Source: an optimization exercise on an open RTL-to-GDS flow (aim: small area). Production flows keep margins and buffers that such runs may drop. In this exercise RTL edits were held to simulation tests only and were not proved equivalent to the original.

==> flow/design.v (excerpt) <==
module bomber_top
(
	input  logic        clk,
	input  logic        rst,
	input  logic [11:0] paddr_i,
	input  logic        psel_i,
	input  logic        penable_i,
	input  logic        pwrite_i,
	input  logic [31:0] pwdata_i,
	output logic [31:0] prdata_o,
	output logic        pready_o,
	output logic        pslverr_o
);
clock: 12.0 ns
lec_check: 0
abc_area: 1
cap_margin: 5
core_margin: 2
core_utilization: 30
cts_buf_list: sky130_fd_sc_hd__clkbuf_8
slew_margin: 5
standard.sh (not shown) runs the stock make flow with config.mk's settings and CLKGATE_MAP_FILE= SYNTH_SCRIPT=/design/flow/synth_recipe.tcl, a recipe that flattens the netlist after the stock synthesis.
==> flow/flow/run.sh <==
#!/bin/bash
set -euo pipefail
here=$(pwd)
{
	head -n 1 synth_recipe.tcl
	echo "set abc_scripts [list $(ls $here/flow/area*.abc | tr '\n' ' ')]"
	cat <<'EOT'
proc extract_fa {args} { }
proc abc {args} {
  global abc_scripts
  set i [lsearch $args -script]
  design -save pre_abc
  set best_area -1
  set best_s ""
  foreach s $abc_scripts {
    design -load pre_abc
    set a $args
    if {$i >= 0} { set a [lreplace $a $i [expr {$i + 1}] -script $s] }
    yosys abc {*}$a
    set out [tee -q -s result.string stat -liberty [lindex $::env(LIB_FILES) 0]]
    set area 0
    regexp {Chip area for module [^:]*: ([0-9.]+)} $out -> area
    puts "abc script $s: area $area"
    if {$best_area < 0 || $area < $best_area} {
      set best_area $area
      set best_s $s
      design -save best_abc
    }
  }
  puts "abc: best script $best_s, area $best_area"
  design -load best_abc
}
EOT
	tail -n +2 synth_recipe.tcl
} > area_synth.tcl
sed "s#SYNTH_SCRIPT=[^ ]*#SYNTH_SCRIPT=$here/area_synth.tcl#" standard.sh > area_standard.sh
grep -q "SYNTH_SCRIPT=$here/area_synth.tcl" area_standard.sh
export BUFFER_PORTS_ARGS="-buffer_cell sky130_fd_sc_hd__buf_1"
export CTS_ARGS="-sink_clustering_enable -repair_clock_nets -buf_list sky130_fd_sc_hd__clkbuf_8 -dont_use_dummy_load"
bash area_standard.sh > flow.log 2>&1
==> flow/flow/area0.abc <==
strash
&get -n
&fraig -x
&put
scorr
dc2
dretime
strash
&get -n
&dch -f
&nf -R 1000 -p
&put
strash
&get -n
&dch -f
&nf -R 1000 -p
&put
==> flow/flow/area1.abc <==
strash
&get -n
&fraig -x
&put
scorr
dc2
strash
&get -n
&deepsyn -T 300 -S 17
&put
strash
&get -n
&dch -f
&nf -R 1000 -p
&put
strash
&get -n
&dch -f
&nf -R 1000 -p
&put
strash
&get -n
&dch -f
&nf -R 1000 -p
&put
==> flow/flow/area2.abc <==
strash
&get -n
&fraig -x
&put
scorr
dc2
strash
&get -n
&deepsyn -T 300 -S 34
&put
strash
&get -n
&dch -f
&nf -R 1000 -p
&put
strash
&get -n
&dch -f
&nf -R 1000 -p
&put
strash
&get -n
&dch -f
&nf -R 1000 -p
&put
==> flow/flow/area3.abc <==
strash
&get -n
&fraig -x
&put
scorr
dc2
strash
&get -n
&deepsyn -T 300 -S 51
&put
strash
&get -n
&dch -f
&nf -R 1000 -p
&put
strash
&get -n
&dch -f
&nf -R 1000 -p
&put
strash
&get -n
&dch -f
&nf -R 1000 -p
&put
==> flow/flow/area4.abc <==
strash
&get -n
&fraig -x
&put
scorr
dc2
strash
&get -n
&deepsyn -T 300 -S 68
&put
strash
&get -n
&dch -f
&nf -R 1000 -p
&put
strash
&get -n
&dch -f
&nf -R 1000 -p
&put
strash
&get -n
&dch -f
&nf -R 1000 -p
&put
The first run completed without violations.
Then changed:
==> flow/flow/run.sh (replaced) <==
#!/bin/bash
set -euo pipefail
here=$(pwd)
{
	head -n 1 synth_recipe.tcl
	cat <<EOT
proc extract_fa {args} { }
proc abc {args} {
  set i [lsearch \$args -script]
  if {\$i >= 0} { set args [lreplace \$args \$i [expr {\$i + 1}] -script $here/flow/area.abc] }
  yosys abc {*}\$args
}
EOT
	tail -n +2 synth_recipe.tcl
} > area_synth.tcl
sed "s#SYNTH_SCRIPT=[^ ]*#SYNTH_SCRIPT=$here/area_synth.tcl#" standard.sh > area_standard.sh
grep -q "SYNTH_SCRIPT=$here/area_synth.tcl" area_standard.sh
export BUFFER_PORTS_ARGS="-buffer_cell sky130_fd_sc_hd__buf_1"
export CTS_ARGS="-sink_clustering_enable -repair_clock_nets -buf_list sky130_fd_sc_hd__clkbuf_8 -dont_use_dummy_load"
bash area_standard.sh > flow.log 2>&1
==> flow/flow/area.abc (new file) <==
strash
&get -n
&fraig -x
&put
scorr
dc2
strash
&get -n
&deepsyn -T 120
&put
strash
&get -n
&dch -f
&nf -R 1000 -p
&put
strash
&get -n
&dch -f
&nf -R 1000 -p
&put
strash
&get -n
&dch -f
&nf -R 1000 -p
&put
removed: flow/flow/area0.abc
removed: flow/flow/area1.abc
removed: flow/flow/area2.abc
removed: flow/flow/area3.abc
removed: flow/flow/area4.abc
Effect: The new run completed with no timing, DRC or antenna violations. Routed wire length is about the same. Global-route usage went down by 0.80 points. Cell area is higher by 0.52%.

---

Setup of job 101:
Starting RTL as in the previous note.
## bomber_top
module bomber_top
(
	input  logic        clk,
	input  logic        rst,
	input  logic [11:0] paddr_i,
	input  logic        psel_i,
	input  logic        penable_i,
	input  logic        pwrite_i,
	input  logic [31:0] pwdata_i,
	output logic [31:0] prdata_o,
	output logic        pready_o,
	output logic        pslverr_o
);
	localparam logic [6:0] T_GRANT = 7'd96;   
	localparam logic [6:0] T_CAP   = 7'd32;   
	localparam logic [2:0] R_FAR  = 3'b000;
	localparam logic [2:0] R_NEAR = 3'b001;   
	localparam logic [2:0] R_UP   = 3'b100;   
	localparam logic [2:0] R_DOWN = 3'b101;
	localparam logic [2:0] R_LEFT = 3'b110;
	localparam logic [2:0] R_RGHT = 3'b111;
	function automatic logic [2:0] rel(input logic [3:0] er, input logic [3:0] ec,
		input logic row_odd, input logic col_odd);
		logic zr, zc, r1, c1, h, v;
		zr = (er == 4'd0);
		zc = (ec == 4'd0);
		r1 = (er == 4'd1) || (er == 4'd15);
		c1 = (ec == 4'd1) || (ec == 4'd15);
		h  = zr && !row_odd;    
		v  = zc && !col_odd;    
		rel[2] = (h && (ec == 4'd14 || ec == 4'd2)) || (v && (er == 4'd14 || er == 4'd2));
		rel[1] = h && (ec == 4'd14 || ec == 4'd2);
		rel[0] = (zr && zc) || (h && c1) || (v && r1) || (h && ec == 4'd2) || (v && er == 4'd2);
	endfunction
	function automatic logic [2:0] flip(input logic [2:0] c);
		flip = {c[2:1], c[0] ^ c[2]};
	endfunction
	function automatic logic dec(input logic [2:0] c, input logic [3:0] open);
		dec = (c == R_NEAR) || (c[2] && open[c[1:0]]);
	endfunction
	logic       cmd_v;
	logic       cmd_sel;
	logic [2:0] cmd_op;
	logic       breq;
	logic [3:0] pr [2];
	logic [3:0] pc [2];
	logic       dead [2];
	logic [1:0] dcnt [2];
	logic [2:0] tm_hi [4];
	logic [3:0] tm_lo [4];
	logic [6:0] tm [4];
	always_comb for (int j = 0; j < 4; j++) tm[j] = {tm_hi[j], tm_lo[j]};
	logic [3:0] sr [4];
	logic [3:0] sc [4];
	logic       sbh [4];
	logic       sbu [4];
	logic       sbd [4];
	logic [2:0] pcode [2][4];    
	logic [2:0] ccode [4][4];    
	logic [8:0] box6;    
	logic [4:0] box5;    
	logic vis [4], live [4], idle [4], fuse [4], fexp [4], cap [4];
	logic [3:0] open [4];
	logic [8:0] rowhot [4];
	always_comb begin
		for (int j = 0; j < 4; j++) begin
			vis[j]  = (tm[j] >= 7'd16) && (tm[j] <= 7'd31);
			live[j] = (tm[j] >= 7'd18);
			idle[j] = (tm[j] <= 7'd16);
			fuse[j] = (tm[j] >= 7'd33);
			fexp[j] = (tm[j] == 7'd33);
  ...
==> flow/config.mk <==
export PLATFORM = sky130hd
export DESIGN_NAME = bomber_top
export DESIGN_NICKNAME = bomber_top
export VERILOG_FILES = /design/flow/design.v
export SDC_FILE = /design/flow/constraint.sdc
export NUM_CORES = 8
export LEC_CHECK = 0
export ABC_AREA = 1
export CAP_MARGIN = 5
export CORE_MARGIN = 2
export CORE_UTILIZATION = 30
export CTS_BUF_LIST = sky130_fd_sc_hd__clkbuf_8
export GPL_TIMING_DRIVEN = 0
export SLEW_MARGIN = 5
==> flow/constraint.sdc <==
create_clock -name core_clock -period 12.0 [get_ports {clk}]
set_input_delay 2.4000 -clock core_clock [delete_from_list [all_inputs] [get_ports {clk}]]
set_output_delay 2.4000 -clock core_clock [all_outputs]
set_load 0.01 [all_outputs]
==> flow/flow/run.sh <==
#!/bin/bash
set -euo pipefail
here=$(pwd)
{
	head -n 1 synth_recipe.tcl
	cat <<EOT
proc extract_fa {args} { }
proc abc {args} {
  set i [lsearch \$args -script]
  if {\$i >= 0} { set args [lreplace \$args \$i [expr {\$i + 1}] -script $here/flow/area.abc] }
  yosys abc {*}\$args
}
EOT
	tail -n +2 synth_recipe.tcl
} > area_synth.tcl
sed "s#SYNTH_SCRIPT=[^ ]*#SYNTH_SCRIPT=$here/area_synth.tcl#" standard.sh > area_standard.sh
grep -q "SYNTH_SCRIPT=$here/area_synth.tcl" area_standard.sh
export BUFFER_PORTS_ARGS="-buffer_cell sky130_fd_sc_hd__buf_1"
export CTS_ARGS="-sink_clustering_enable -repair_clock_nets -buf_list sky130_fd_sc_hd__clkbuf_8 -dont_use_dummy_load"
bash area_standard.sh > flow.log 2>&1
==> flow/flow/area.abc <==
strash
&get -n
&fraig -x
&put
scorr
dc2
strash
&get -n
&deepsyn -T 120
&put
strash
&get -n
&dch -f
&nf -R 1000 -p
&put
strash
&get -n
&dch -f
&nf -R 1000 -p
&put
strash
&get -n
&dch -f
&nf -R 1000 -p
&put
Every stage of the flow completed for job 101, and the final layout passed the timing, DRC and antenna checks.
> inputs changed (job 101 -> job 102)
Settings: GPL_TIMING_DRIVEN no longer set, was 0.
-- flow/flow/run.sh --
<<< job 101, line 18
export BUFFER_PORTS_ARGS="-buffer_cell sky130_fd_sc_hd__buf_1"
export CTS_ARGS="-sink_clustering_enable -repair_clock_nets -buf_list sky130_fd_sc_hd__clkbuf_8 -dont_use_dummy_load"
bash area_standard.sh > flow.log 2>&1
>>> job 102, line 18
export BUFFER_PORTS_ARGS="-buffer_cell sky130_fd_sc_hd__buf_1"
export CTS_ARGS="-repair_clock_nets -buf_list sky130_fd_sc_hd__clkbuf_8 -dont_use_dummy_load"
bash area_standard.sh > flow.log 2>&1
==> run notes <==
- Compared with job 101, count of non-CTS inverters in the layout in job 102 decreased by a little under 10%.
- On cell area after synthesis, job 102 and job 101 are neck and neck.
- On share of the clock period used by the worst path after layout, the higher figure sits with job 101, not job 102.
- Area of the die: job 101 vs job 102 — no meaningful difference

-- re-timing with driven ports --
The results above use ideal ports. As a check the final layouts listed here were re-extracted and re-timed, cells and wires unchanged. Step 1 sets driving cells, clkbuf_16 on the clock port and buf_2 on the other inputs (assumed; they add their load-dependent delay and slew). Step 2 moves the port delays by t, midway between the first and last clock arrival at a register: inputs arrive t later, outputs are due t later. That takes back most of the time a late clock gives input paths. a / b / c = ideal / step 1 / step 2; a / b = the first two.
run	t, ns	slack for setup (ns)	worst slew at a driven data input, ns	cell pins on the clock port's net
the first run of note 1	0.496	2.465 / 2.436 / 2.436	0.03	1
the second run of note 1	0.508	2.131 / 2.111 / 2.111	0.03	1
job 101	0.504	2.240 / 2.220 / 2.220	0.03	1
job 102	0.506	2.482 / 2.460 / 2.460	0.05	1
After both steps setup and hold are still met in every run listed. For the first run of note 1, which loses most, drivers alone change the setup slack by -0.029 ns; drivers and shift together by -0.029 ns.
